Source: an optimization exercise on an open RTL-to-GDS flow (aim: small area). Production flows keep margins and buffers that such runs may drop. At most, simulation tests tie the RTL to the original design; equivalence was not proved. Power figures rest on the tool's default switching activity, not on a simulated workload.

## bus_checker
module bus_checker
#(
   parameter int DRVRS   = 4,
   parameter int PCKG_SZ = 16,
   parameter int DEPTH   = 16,
   parameter int TS_W    = 16,
   localparam int SW = $clog2(DRVRS),
   localparam int IW = $clog2(DEPTH),
   localparam int CW = $clog2(DEPTH + 1)
) (
   input  logic               clk,
   input  logic               rst_n,
   input  logic               drv_valid,
   output logic               drv_ready,
   input  logic [SW-1:0]      drv_src,
   input  logic [PCKG_SZ-1:0] drv_data,
   input  logic               mon_valid,
   input  logic [SW-1:0]      mon_dst,
   input  logic [PCKG_SZ-1:0] mon_data,
   output logic               res_valid,
   output logic [1:0]         res_code,
   output logic [SW-1:0]      res_src,
   output logic [PCKG_SZ-1:0] res_data,
   output logic [TS_W-1:0]    res_latency,
   output logic [CW-1:0]      pending,
   output logic [15:0]        pass_cnt,
   output logic [15:0]        fail_cnt
);
Size in the first run: ~1300 cells after synthesis, about 550 flip-flops, roughly 22000 sq um of cells after synthesis.
==> module bus_checker, before the edit <==
module bus_checker
#(
   parameter int DRVRS   = 4,
   parameter int PCKG_SZ = 16,
   parameter int DEPTH   = 16,
   parameter int TS_W    = 16,
   localparam int SW = $clog2(DRVRS),
   localparam int IW = $clog2(DEPTH),
   localparam int CW = $clog2(DEPTH + 1)
) (
   input  logic               clk,
   input  logic               rst_n,
   input  logic               drv_valid,
   output logic               drv_ready,
   input  logic [SW-1:0]      drv_src,
   input  logic [PCKG_SZ-1:0] drv_data,
   input  logic               mon_valid,
   input  logic [SW-1:0]      mon_dst,
   input  logic [PCKG_SZ-1:0] mon_data,
   output logic               res_valid,
   output logic [1:0]         res_code,
   output logic [SW-1:0]      res_src,
   output logic [PCKG_SZ-1:0] res_data,
   output logic [TS_W-1:0]    res_latency,
   output logic [CW-1:0]      pending,
   output logic [15:0]        pass_cnt,
   output logic [15:0]        fail_cnt
);
   localparam int ID_W = bus_checker_pkg::ID_W;
   localparam int KW   = PCKG_SZ - ID_W + SW;
   logic [DEPTH-1:0][KW-1:0]   key_q;
   logic [DEPTH-1:0][SW-1:0]   src_q;
   logic [DEPTH-1:0][TS_W-1:0] ts_q;
   logic [DEPTH-1:0]           valid_q;
   logic [CW-1:0]              count_q;
   logic [DEPTH-1:0] first, shift;
   logic [DEPTH-1:0][SW+TS_W-1:0] rd_data;
   logic [SW-1:0]      hit_src;
   logic [TS_W-1:0]    hit_ts;
   logic               found, remove;
   logic [TS_W-1:0]    now_q;
   logic               accept, bad_id, push, dst_ok;
   logic               res_valid_q;
   logic [1:0]         res_code_q, res_code_d;
   logic [SW-1:0]      res_src_q;
   logic [PCKG_SZ-1:0] res_data_q;
   logic [TS_W-1:0]    res_ts_q;
   logic [15:0]        pass_q, fail_q, fail_d;
   logic               mon_fail;
   assign drv_ready = !count_q[CW-1];
   assign accept    = drv_valid && drv_ready;
   assign bad_id    = accept && (drv_data[PCKG_SZ-1 -: ID_W-SW] != '0);
   assign push      = accept && !bad_id;
   assign dst_ok    = mon_data[PCKG_SZ-ID_W +: SW] == mon_dst;
   bus_checker_sb #(
      .DEPTH (DEPTH),
      .KW    (KW)
   ) u_srch (
      .key_i      (key_q),
      .valid_i    (valid_q),
      .srch_key_i (mon_data[KW-1:0]),
      .srch_ok_i  (mon_data[PCKG_SZ-1 -: ID_W-SW] == '0),
      .srch_i     (mon_valid),
      .dst_ok_i   (dst_ok),
      .first_o    (first),
      .shift_o    (shift),
      .found_o    (found),
      .remove_o   (remove)
   );
   always_comb
      for (int i = 0; i < DEPTH; i++)
         rd_data[i] = {src_q[i], ts_q[i]};
   bus_checker_rd #(
      .DEPTH (DEPTH),
      .W     (SW + TS_W)
   ) u_rd (
      .sel_i  (first),
      .data_i (rd_data),
      .data_o ({hit_src, hit_ts})
   );
   always_ff @(posedge clk or negedge rst_n) begin
      if (!rst_n) begin
         valid_q <= '0;
         count_q <= '0;
      end else begin
         for (int i = 0; i < DEPTH - 1; i++)
            if (shift[i]) valid_q[i] <= valid_q[i+1];
         if (shift[DEPTH-1]) valid_q[DEPTH-1] <= push;
         count_q <= count_q + CW'(push) - CW'(remove);
      end
   end
   always_ff @(posedge clk) begin
      for (int i = 0; i < DEPTH - 1; i++)
         if (shift[i]) begin
            key_q[i] <= key_q[i+1];
            src_q[i] <= src_q[i+1];
            ts_q[i]  <= ts_q[i+1];
         end
      if (shift[DEPTH-1]) begin
         key_q[DEPTH-1] <= drv_data[KW-1:0];
         src_q[DEPTH-1] <= drv_src;
         ts_q[DEPTH-1]  <= ~now_q;
      end
   end
   always_comb begin
      if (!mon_valid)  res_code_d = bus_checker_pkg::RES_BAD_ID;
      else if (remove) res_code_d = bus_checker_pkg::RES_PASS;
      else if (found)  res_code_d = bus_checker_pkg::RES_MISROUTE;
      else             res_code_d = bus_checker_pkg::RES_NO_MATCH;
   end
   assign mon_fail = mon_valid && !remove;
   logic [TS_W-1:0] now_d;
   logic [TS_W:0]   now_c;
   logic [15:0]     pass_d, fail_s;
   logic [16:0]     pass_c, fail_c;
   logic            pass_inc;
   assign now_c[0] = 1'b1;
   for (genvar i = 0; i < TS_W; i++) begin : g_now
      assign now_d[i]   = now_q[i] ^ now_c[i];
      assign now_c[i+1] = now_q[i] & now_c[i];
   end
   assign pass_inc  = remove && !(&pass_q);
   assign pass_c[0] = pass_inc;
   for (genvar i = 0; i < 16; i++) begin : g_pass
      assign pass_d[i]   = pass_q[i] ^ pass_c[i];
      assign pass_c[i+1] = pass_q[i] & pass_c[i];
   end
   assign fail_s[0]  = fail_q[0] ^ mon_fail ^ bad_id;
   assign fail_c[0]  = 1'b0;
   assign fail_c[1]  = (fail_q[0] & mon_fail) | (fail_q[0] & bad_id) | (mon_fail & bad_id);
   for (genvar i = 1; i < 16; i++) begin : g_fail
      assign fail_s[i]   = fail_q[i] ^ fail_c[i];
      assign fail_c[i+1] = fail_q[i] & fail_c[i];
   end
   assign fail_d = fail_c[16] ? 16'hFFFF : fail_s;
   always_ff @(posedge clk or negedge rst_n) begin
      if (!rst_n) begin
         res_valid_q <= 1'b0;
         pass_q      <= '0;
         fail_q      <= '0;
      end else begin
         res_valid_q <= mon_valid || bad_id;
         pass_q      <= pass_d;
         fail_q      <= fail_d;
      end
   end
   always_ff @(posedge clk) begin
      now_q      <= now_d;
      res_code_q <= res_code_d;
      res_src_q  <= remove ? hit_src : '0;
      res_ts_q   <= hit_ts;
      res_data_q <= mon_valid ? mon_data : drv_data;
   end
   logic [TS_W-1:0] lat_s;
   logic [TS_W:0]   lat_c;
   assign lat_c[0] = 1'b0;
   for (genvar i = 0; i < TS_W; i++) begin : g_lat
      assign lat_s[i]   = now_q[i] ^ res_ts_q[i] ^ lat_c[i];
      assign lat_c[i+1] = (now_q[i] & res_ts_q[i]) | (lat_c[i] & (now_q[i] ^ res_ts_q[i]));
   end
   assign res_latency = res_code_q == bus_checker_pkg::RES_PASS ? lat_s : '0;
   assign pending     = count_q;
   assign res_valid   = res_valid_q;
   assign res_code    = res_code_q;
   assign res_src     = res_src_q;
   assign res_data    = res_data_q;
   assign pass_cnt    = pass_q;
   assign fail_cnt    = fail_q;
endmodule
==> flow/config.mk <==
export PLATFORM = sky130hd
export DESIGN_NAME = bus_checker
export DESIGN_NICKNAME = bus_checker
export VERILOG_FILES = /design/flow/design.v
export SDC_FILE = /design/flow/constraint.sdc
export NUM_CORES = 4
export LEC_CHECK = 0
export CAP_MARGIN = 20
export CORE_MARGIN = 2
export CORE_UTILIZATION = 40
export SLEW_MARGIN = 20
export SYNTH_HIERARCHICAL = 1
==> flow/constraint.sdc <==
create_clock -name core_clock -period 10.0 [get_ports {clk}]
set_input_delay 2.0000 -clock core_clock [delete_from_list [all_inputs] [get_ports {clk}]]
set_output_delay 2.0000 -clock core_clock [all_outputs]
set_load 0.01 [all_outputs]
standard.sh (not shown) runs the stock make flow with config.mk's settings and CLKGATE_MAP_FILE= SYNTH_SCRIPT=/design/flow/synth_recipe.tcl, a recipe that flattens the netlist after the stock synthesis.
==> flow/flow/run.sh <==
#!/bin/bash
# Standard layout with three changes: plain buf_1 port buffers (the resizer still
# upsizes them where needed), no CTS dummy loads, and larger clkbuf_8 leaf clusters.
set -euo pipefail
bash standard.sh \
  "BUFFER_PORTS_ARGS=-buffer_cell sky130_fd_sc_hd__buf_1" \
  "CTS_ARGS=-sink_clustering_enable -repair_clock_nets -dont_use_dummy_load -buf_list sky130_fd_sc_hd__clkbuf_8 -sink_clustering_size 16 -sink_clustering_max_diameter 50" \
  finish > standard_flow.log 2>&1
The baseline produced a clean layout.
Then changed:
--- a/flow/design.v
+++ b/flow/design.v
@@ -96,15 +96,16 @@
    logic [TS_W-1:0]    now_q;
    logic               accept, bad_id, push, dst_ok;
    logic               res_valid_q;
    logic [1:0]         res_code_q, res_code_d;
    logic [SW-1:0]      res_src_q;
    logic [PCKG_SZ-1:0] res_data_q;
-   logic [TS_W-1:0]    res_ts_q;
+   logic [TS_W-1:0]    res_lat_q;
    logic [15:0]        pass_q, fail_q, fail_d;
    logic               mon_fail;
+   logic [16:0]        fail_sum;
    assign drv_ready = !count_q[CW-1];
    assign accept    = drv_valid && drv_ready;
    assign bad_id    = accept && (drv_data[PCKG_SZ-1 -: ID_W-SW] != '0);
    assign push      = accept && !bad_id;
    assign dst_ok    = mon_data[PCKG_SZ-ID_W +: SW] == mon_dst;
    bus_checker_sb #(
@@ -151,74 +152,46 @@
             src_q[i] <= src_q[i+1];
             ts_q[i]  <= ts_q[i+1];
          end
       if (shift[DEPTH-1]) begin
          key_q[DEPTH-1] <= drv_data[KW-1:0];
          src_q[DEPTH-1] <= drv_src;
-         ts_q[DEPTH-1]  <= ~now_q;
+         ts_q[DEPTH-1]  <= now_q;
       end
    end
    always_comb begin
       if (!mon_valid)  res_code_d = bus_checker_pkg::RES_BAD_ID;
       else if (remove) res_code_d = bus_checker_pkg::RES_PASS;
       else if (found)  res_code_d = bus_checker_pkg::RES_MISROUTE;
       else             res_code_d = bus_checker_pkg::RES_NO_MATCH;
    end
    assign mon_fail = mon_valid && !remove;
-   logic [TS_W-1:0] now_d;
-   logic [TS_W:0]   now_c;
-   logic [15:0]     pass_d, fail_s;
-   logic [16:0]     pass_c, fail_c;
-   logic            pass_inc;
-   assign now_c[0] = 1'b1;
-   for (genvar i = 0; i < TS_W; i++) begin : g_now
-      assign now_d[i]   = now_q[i] ^ now_c[i];
-      assign now_c[i+1] = now_q[i] & now_c[i];
-   end
-   assign pass_inc  = remove && !(&pass_q);
-   assign pass_c[0] = pass_inc;
-   for (genvar i = 0; i < 16; i++) begin : g_pass
-      assign pass_d[i]   = pass_q[i] ^ pass_c[i];
-      assign pass_c[i+1] = pass_q[i] & pass_c[i];
-   end
-   assign fail_s[0]  = fail_q[0] ^ mon_fail ^ bad_id;
-   assign fail_c[0]  = 1'b0;
-   assign fail_c[1]  = (fail_q[0] & mon_fail) | (fail_q[0] & bad_id) | (mon_fail & bad_id);
-   for (genvar i = 1; i < 16; i++) begin : g_fail
-      assign fail_s[i]   = fail_q[i] ^ fail_c[i];
-      assign fail_c[i+1] = fail_q[i] & fail_c[i];
-   end
-   assign fail_d = fail_c[16] ? 16'hFFFF : fail_s;
+   assign fail_sum = {1'b0, fail_q} + 17'(mon_fail) + 17'(bad_id);
+   assign fail_d   = fail_sum[16] ? 16'hFFFF : fail_sum[15:0];
    always_ff @(posedge clk or negedge rst_n) begin
       if (!rst_n) begin
+         now_q       <= '0;
          res_valid_q <= 1'b0;
          pass_q      <= '0;
          fail_q      <= '0;
       end else begin
+         now_q       <= now_q + TS_W'(1);
          res_valid_q <= mon_valid || bad_id;
-         pass_q      <= pass_d;
+         if (remove && pass_q != 16'hFFFF) pass_q <= pass_q + 16'd1;
          fail_q      <= fail_d;
       end
    end
    always_ff @(posedge clk) begin
-      now_q      <= now_d;
       res_code_q <= res_code_d;
       res_src_q  <= remove ? hit_src : '0;
-      res_ts_q   <= hit_ts;
       res_data_q <= mon_valid ? mon_data : drv_data;
+      res_lat_q  <= remove ? now_q - hit_ts : '0;
    end
-   logic [TS_W-1:0] lat_s;
-   logic [TS_W:0]   lat_c;
-   assign lat_c[0] = 1'b0;
-   for (genvar i = 0; i < TS_W; i++) begin : g_lat
-      assign lat_s[i]   = now_q[i] ^ res_ts_q[i] ^ lat_c[i];
-      assign lat_c[i+1] = (now_q[i] & res_ts_q[i]) | (lat_c[i] & (now_q[i] ^ res_ts_q[i]));
-   end
-   assign res_latency = res_code_q == bus_checker_pkg::RES_PASS ? lat_s : '0;
    assign pending     = count_q;
    assign res_valid   = res_valid_q;
    assign res_code    = res_code_q;
    assign res_src     = res_src_q;
    assign res_data    = res_data_q;
+   assign res_latency = res_lat_q;
    assign pass_cnt    = pass_q;
    assign fail_cnt    = fail_q;
 endmodule
Outcome: Worst setup slack is better by 2500 ps. Via count climbs by a little under a tenth. Routed wire length grows by a few percent. Clock power grows by a few percent. Synthesized area rose by a few percent. Final area rises by a few percent. Power went up slightly. Sequential cell count does not change. Synthesized cell count went up by roughly a tenth.
Function not checked in the first run of this note: the RTL went through the layout flow alone.


Setup of MS:
bus_checker, a different RTL version from the one above (not shown whole).
Size in the first run: ~550 flip-flops, about 22,000 sq um of cells after synthesis.
==> module bus_checker, before the edit <==
module bus_checker
#(
   parameter int DRVRS   = 4,
   parameter int PCKG_SZ = 16,
   parameter int DEPTH   = 16,
   parameter int TS_W    = 16,
   localparam int SW = $clog2(DRVRS),
   localparam int IW = $clog2(DEPTH),
   localparam int CW = $clog2(DEPTH + 1)
) (
   input  logic               clk,
   input  logic               rst_n,
   input  logic               drv_valid,
   output logic               drv_ready,
   input  logic [SW-1:0]      drv_src,
   input  logic [PCKG_SZ-1:0] drv_data,
   input  logic               mon_valid,
   input  logic [SW-1:0]      mon_dst,
   input  logic [PCKG_SZ-1:0] mon_data,
   output logic               res_valid,
   output logic [1:0]         res_code,
   output logic [SW-1:0]      res_src,
   output logic [PCKG_SZ-1:0] res_data,
   output logic [TS_W-1:0]    res_latency,
   output logic [CW-1:0]      pending,
   output logic [15:0]        pass_cnt,
   output logic [15:0]        fail_cnt
);
   localparam int ID_W = bus_checker_pkg::ID_W;
   localparam int KW   = PCKG_SZ - ID_W + SW;
   logic [DEPTH-1:0][KW-1:0]   key_q;
   logic [DEPTH-1:0][SW-1:0]   src_q;
   logic [DEPTH-1:0][TS_W-1:0] ts_q;
   logic [DEPTH-1:0]           valid_q;
   logic [CW-1:0]              count_q;
   logic [DEPTH-1:0] first, shift, kept;
   assign kept = valid_q & ~(first & {DEPTH{remove}});
   logic [DEPTH-1:0][SW+TS_W-1:0] rd_data;
   logic [SW-1:0]      hit_src;
   logic [TS_W-1:0]    hit_ts;
   logic               found, remove;
   logic [TS_W-1:0]    now_q;
   logic               accept, bad_id, push, dst_ok;
   logic               res_valid_q;
   logic [1:0]         res_code_q, res_code_d;
   logic [SW-1:0]      res_src_q;
   logic [PCKG_SZ-1:0] res_data_q;
   logic [TS_W-1:0]    res_ts_q;
   logic [15:0]        pass_q, fail_q, fail_d;
   logic               mon_fail;
   assign drv_ready = !count_q[CW-1];
   assign accept    = drv_valid && drv_ready;
   assign bad_id    = accept && (drv_data[PCKG_SZ-1 -: ID_W-SW] != '0);
   assign push      = accept && !bad_id;
   assign dst_ok    = mon_data[PCKG_SZ-ID_W +: SW] == mon_dst;
   bus_checker_sb #(
      .DEPTH (DEPTH),
      .KW    (KW)
   ) u_srch (
      .key_i      (key_q),
      .valid_i    (valid_q),
      .srch_key_i (mon_data[KW-1:0]),
      .srch_ok_i  (mon_data[PCKG_SZ-1 -: ID_W-SW] == '0),
      .srch_i     (mon_valid),
      .dst_ok_i   (dst_ok),
      .first_o    (first),
      .shift_o    (shift),
      .found_o    (found),
      .remove_o   (remove)
   );
   always_comb
      for (int i = 0; i < DEPTH; i++)
         rd_data[i] = {src_q[i], ts_q[i]};
   bus_checker_rd #(
      .DEPTH (DEPTH),
      .W     (SW + TS_W)
   ) u_rd (
      .sel_i  (first),
      .data_i (rd_data),
      .data_o ({hit_src, hit_ts})
   );
   always_ff @(posedge clk or negedge rst_n) begin
      if (!rst_n) begin
         valid_q <= '0;
         count_q <= '0;
      end else begin
         for (int i = 0; i < DEPTH - 1; i++)
            valid_q[i] <= shift[i] ? kept[i+1] : kept[i];
         valid_q[DEPTH-1] <= shift[DEPTH-1] ? push : kept[DEPTH-1];
         count_q <= count_q + CW'(push) - CW'(remove);
      end
   end
   always_ff @(posedge clk) begin
      for (int i = 0; i < DEPTH - 1; i++)
         if (shift[i]) begin
            key_q[i] <= key_q[i+1];
            src_q[i] <= src_q[i+1];
            ts_q[i]  <= ts_q[i+1];
         end
      if (shift[DEPTH-1]) begin
         key_q[DEPTH-1] <= drv_data[KW-1:0];
         src_q[DEPTH-1] <= drv_src;
         ts_q[DEPTH-1]  <= now_q;
      end
   end
   always_comb begin
      if (!mon_valid)  res_code_d = bus_checker_pkg::RES_BAD_ID;
      else if (remove) res_code_d = bus_checker_pkg::RES_PASS;
      else if (found)  res_code_d = bus_checker_pkg::RES_MISROUTE;
      else             res_code_d = bus_checker_pkg::RES_NO_MATCH;
   end
   assign mon_fail = mon_valid && !remove;
   logic [TS_W-1:0] now_d;
   logic [TS_W:0]   now_c;
   logic [15:0]     pass_d, fail_s;
   logic [16:0]     pass_c, fail_c;
   logic            pass_inc;
   assign now_c[0] = 1'b1;
   for (genvar i = 0; i < TS_W; i++) begin : g_now
      assign now_d[i]   = now_q[i] ^ now_c[i];
      assign now_c[i+1] = now_q[i] & now_c[i];
   end
   assign pass_inc  = remove && !(&pass_q);
   assign pass_c[0] = pass_inc;
   for (genvar i = 0; i < 16; i++) begin : g_pass
      assign pass_d[i]   = pass_q[i] ^ pass_c[i];
      assign pass_c[i+1] = pass_q[i] & pass_c[i];
   end
   assign fail_s[0]  = fail_q[0] ^ mon_fail ^ bad_id;
   assign fail_c[0]  = 1'b0;
   assign fail_c[1]  = (fail_q[0] & mon_fail) | (fail_q[0] & bad_id) | (mon_fail & bad_id);
   for (genvar i = 1; i < 16; i++) begin : g_fail
      assign fail_s[i]   = fail_q[i] ^ fail_c[i];
      assign fail_c[i+1] = fail_q[i] & fail_c[i];
   end
   assign fail_d = fail_c[16] ? 16'hFFFF : fail_s;
   always_ff @(posedge clk or negedge rst_n) begin
      if (!rst_n) begin
         res_valid_q <= 1'b0;
         pass_q      <= '0;
         fail_q      <= '0;
      end else begin
         res_valid_q <= mon_valid || bad_id;
         pass_q      <= pass_d;
         fail_q      <= fail_d;
      end
   end
   always_ff @(posedge clk) begin
      now_q      <= now_d;
      res_code_q <= res_code_d;
      res_src_q  <= remove ? hit_src : '0;
      res_ts_q   <= hit_ts;
      res_data_q <= mon_valid ? mon_data : drv_data;
   end
   logic [TS_W-1:0] lat_s;
   logic [TS_W:0]   lat_c;
   assign lat_c[0] = 1'b0;
   for (genvar i = 0; i < TS_W; i++) begin : g_lat
      assign lat_s[i]   = now_q[i] ^ !res_ts_q[i] ^ lat_c[i];
      assign lat_c[i+1] = (now_q[i] & !res_ts_q[i]) | (lat_c[i] & (now_q[i] ^ !res_ts_q[i]));
   end
   assign res_latency = res_code_q == bus_checker_pkg::RES_PASS ? lat_s : '0;
   assign pending     = count_q;
   assign res_valid   = res_valid_q;
   assign res_code    = res_code_q;
   assign res_src     = res_src_q;
   assign res_data    = res_data_q;
   assign pass_cnt    = pass_q;
   assign fail_cnt    = fail_q;
endmodule
==> flow/config.mk <==
export PLATFORM = sky130hd
export DESIGN_NAME = bus_checker
export DESIGN_NICKNAME = bus_checker
export VERILOG_FILES = /design/flow/design.v
export SDC_FILE = /design/flow/constraint.sdc
export NUM_CORES = 4
export LEC_CHECK = 0
export CAP_MARGIN = 20
export CORE_MARGIN = 2
export CORE_UTILIZATION = 40
export SLEW_MARGIN = 20
export SYNTH_HIERARCHICAL = 1
==> flow/constraint.sdc <==
create_clock -name core_clock -period 10.0 [get_ports {clk}]
set_input_delay 2.0000 -clock core_clock [delete_from_list [all_inputs] [get_ports {clk}]]
set_output_delay 2.0000 -clock core_clock [all_outputs]
set_load 0.01 [all_outputs]
==> flow/flow/run.sh <==
#!/bin/bash
# Standard layout with three changes: plain buf_1 port buffers (the resizer still
# upsizes them where needed), no CTS dummy loads, and larger clkbuf_8 leaf clusters.
set -euo pipefail
bash standard.sh \
  "BUFFER_PORTS_ARGS=-buffer_cell sky130_fd_sc_hd__buf_1" \
  "CTS_ARGS=-sink_clustering_enable -repair_clock_nets -dont_use_dummy_load -buf_list sky130_fd_sc_hd__clkbuf_4 -sink_clustering_size 10 -sink_clustering_max_diameter 40" \
  finish > standard_flow.log 2>&1
Relative to MS, the following input files were edited for JK:
--- a/flow/design.v
+++ b/flow/design.v
@@ -210,19 +210,20 @@
    end
    assign fail_d = fail_c[16] ? 16'hFFFF : fail_s;
    always_ff @(posedge clk or negedge rst_n) begin
       if (!rst_n) begin
+         now_q       <= '0;
          res_valid_q <= 1'b0;
          pass_q      <= '0;
          fail_q      <= '0;
       end else begin
+         now_q       <= now_d;
          res_valid_q <= mon_valid || bad_id;
          pass_q      <= pass_d;
          fail_q      <= fail_d;
       end
    end
    always_ff @(posedge clk) begin
-      now_q      <= now_d;
       res_code_q <= res_code_d;
       res_src_q  <= remove ? hit_src : '0;
       res_ts_q   <= hit_ts;
       res_data_q <= mon_valid ? mon_data : drv_data;
[summary]
- Detailed-route wire length per cell delta (JK -> MS): insignificant
- JK reports a lower worst setup slack than MS does.
- Going from MS to JK, sum of buffers and inverters on the critical path lower; critical path depth shows a reduction of 1; number of nets in the layout ~0 delta.
- JK vs MS, worst setup path startpoint: now_q[0]$_DFF_PN0_ vs res_ts_q[0]$_DFF_P_
- [JK vs MS] overall track demand over capacity in global routing: lower in JK
- MS → JK: share of final layout cell area taken by clock buffers and inverters about even, data arrival time of the worst path rose 0.12 ns.
Only the layout flow was run in MS; the RTL was not checked for function there.

[separate check: timing with driven ports]
Ports are ideal in the flow. The routed layouts listed here were re-timed in OpenROAD. Step 1, drivers: a clkbuf_16 drives clk and a buf_2 each remaining input, both assumed. Step 2, shift: input delay + t, output delay - t, t = (earliest + latest rising clock arrival at the registers) / 2. This alone moves slack from input paths to output paths. a / b / c = ideal / step 1 / step 2; a / b = the first two.
| run | shift t [ns] | setup WS [ns] | worst setup path after step 2 | slew at the worst register clock pin (ns) | pins driven straight from the clock port |
|---|---|---|---|---|---|
| the first run of note 1 | 0.683 | 0.694 / 0.643 / 1.326 | register to output | 0.11 / 0.11 | 1 |
| the second run of note 1 | 0.702 | 3.167 / 3.195 / 2.493 | input to register | 0.10 / 0.10 | 1 |
| MS | 0.854 | 0.557 / 0.504 / 1.358 | register to output | 0.11 / 0.11 | 1 |
| JK | 0.832 | 0.436 / 0.385 / 1.216 | register to output | 0.11 / 0.11 | 1 |
After both steps setup and hold are still met in every run listed. For the second run of note 1, which loses most, drivers alone change the setup slack by +0.028 ns; drivers and shift together by -0.674 ns.
